Background: an optimization exercise with open tools, aiming at small area, a short achievable clock period and few clock cycles per item. Do not read the settings as production practice. Where RTL was checked, it was by simulation tests only, not by an equivalence proof against the original.

== before ==
// sha256_stream_core
module sha256_stream_core (
    input  logic         clk,
    input  logic         rst,
    input  logic         valid_in,
    output logic         ready_in,
    input  logic         first_in,
    input  logic         last_in,
    input  logic [511:0] data_in,
    output logic [255:0] data_out,
    output logic         valid_out,
    output logic         busy
);
Size in the first run: about 6700 cells after synthesis, roughly 1300 flip-flops, ~780 I/O pins, roughly 68000 um2 of cells after synthesis.
clock: 8.0 ns
lec_check: 0
cap_margin: 20
core_margin: 2
core_utilization: 40
cts_buf_list: sky130_fd_sc_hd__clkbuf_8
cts_cluster_diameter: 60
cts_cluster_size: 12
setup_slack_margin: 3.5
slew_margin: 20
tns_end_percent: 5
standard.sh (not shown) runs the stock make flow with config.mk's settings and CLKGATE_MAP_FILE= SYNTH_SCRIPT=/design/flow/synth_recipe.tcl, a recipe that flattens the netlist after the stock synthesis.
==> flow/flow/run.sh <==
#!/bin/bash
set -o pipefail
export BUFFER_PORTS_ARGS="-buffer_cell sky130_fd_sc_hd__buf_1"
bash standard.sh > standard_flow.log 2>&1
Per the final summary, before finished and its layout is clean on timing, DRC and antenna.
[inputs] after vs before
-- flow/design.v --
<<< before, line 125
    logic         c62_q;        
    logic         c63_q;        
    logic         chain_iv_q;   
    logic         base_iv_q;    
>>> after, line 125
    logic         c62_q;        
    logic         c63_q;        
    logic         ffs_q;        
    logic         chain_iv_q;   
    logic         base_iv_q;    
<<< before, line 166
        e_new = e2[31:0] + e2[63:32];
    end
    logic [63:0] w1, w2;
    logic [31:0] w_new;
    always_comb begin
        w1 = csa(w_q[0], w_q[9], ssig0(w_q[1]));
        w2 = csa(w1[31:0], w1[63:32], ssig1(w_q[14]));
        w_new = w2[31:0] + w2[63:32];
    end
    logic [31:0] op_g, op_c, kn, m0, m4;
    logic [63:0] y2, z2, z3;
>>> after, line 167
        e_new = e2[31:0] + e2[63:32];
    end
    logic [31:0] op_g, op_c, kn, m0, m4;
    logic [63:0] y2, z2, z3;
<<< before, line 184
        y2   = csa(op_g, kn, m0);
        y_calc = y2[31:0] + y2[63:32];
        z2   = csa(op_g, op_c, m4);
        z3   = csa(z2[31:0], z2[63:32], kn);
        z_calc = z3[31:0] + z3[63:32];
    end
    logic [31:0] ff_a, ff_e;
    always_comb begin
        logic [31:0] sa, se, xa, xe;
>>> after, line 178
        y2   = csa(op_g, kn, m0);
        y_calc = y2[31:0] + y2[63:32];
        z2   = csa(op_g, kn, op_c);
        z3   = csa(z2[31:0], z2[63:32], m4);
        z_calc = z3[31:0] + z3[63:32];
    end
    logic [63:0] w1, w2;
    logic [31:0] w_new, ff_a, ff_e;
    logic        ff_sel;
    always_comb begin
        logic [31:0] sa, se, xa, xe;
<<< before, line 203
        xa = run_q ? a_q : 32'h0;
        xe = run_q ? e_q : 32'h0;
        ff_a = sa + xa;
        ff_e = se + xe;
    end
>>> after, line 199
        xa = run_q ? a_q : 32'h0;
        xe = run_q ? e_q : 32'h0;
        ff_sel = ffs_q;
        w1 = csa(w_q[0], w_q[9], ssig0(w_q[1]));
        w2 = csa(w1[31:0], w1[63:32], ssig1(w_q[14]));
        w_new = (ff_sel ? sa : w2[31:0]) + (ff_sel ? xa : w2[63:32]);
        ff_a = w_new;
        ff_e = se + xe;
    end
<<< before, line 263
        c62_q   <= run_d && cnt_d == 6'd62;
        c63_q   <= run_d && cnt_d == 6'd63;
        if (rst) begin
            valid_q    <= 1'b0;
>>> after, line 263
        c62_q   <= run_d && cnt_d == 6'd62;
        c63_q   <= run_d && cnt_d == 6'd63;
        ffs_q   <= cnt_d >= 6'd61;
        if (rst) begin
            valid_q    <= 1'b0;
Results
- after has completed all stages; timing, DRC and antenna checks passed.
- The initial standard-cell utilization of the core of before and that of after are within noise of each other.
- As of after, total met3 wirelength after detailed routing had risen by more than a quarter compared to before.
- Compared with before, in after sequential share of layout area up 0.90 points, largest net degree at the start of global routing down 67, first-pass GRT wire length down about 1%, hold slack down 0.0052 ns.
- In after, the maximum fanout encountered on the critical timing path came out 3 below the value in before.
- Register-to-register slack on after is behind before.
- Summary of after over before: wire length reported by the detailed router saw an increase, worst reg-to-reg path cell count up 2.
Testbench counts of after, summed over its fixed seeds: cycles 16,208, blocks 253.
Function not checked in before: the RTL went through the layout flow alone.

==> afterwards: timing with drivers on the ports <==
In the flow no input, the clock included, has a driving cell. The finished layouts below were timed again as built, in two steps. Step 1 sets driving cells, clkbuf_16 on the clock port and buf_2 on the other inputs (assumed; they add their load-dependent delay and slew). Step 2 adds t to the input delays and takes it off the output delays; t is the mean of the earliest and latest rising clock arrival at the registers after step 1. Input paths then give back, and output paths get back, about the clock's delay inside the block. a / b / c = ideal ports / drivers / drivers and shift; a / b = the first two.
| run | shift t [ns] | slack for setup (ns) | worst register clock-pin slew, ns | worst slew at a driven data input, ns | pins driven straight from the clock port |
|---|---|---|---|---|---|
| before | 1.047 | 3.141 / 3.141 / 2.477 | 0.10 / 0.10 | 0.25 | 1 |
| after | 1.040 | 3.007 / 3.007 / 2.488 | 0.10 / 0.10 | 0.17 | 1 |
After both steps every run listed still meets setup and hold. The setup slack of before, which loses most, moves by 0.000 ns with the drivers and by -0.664 ns with both steps.
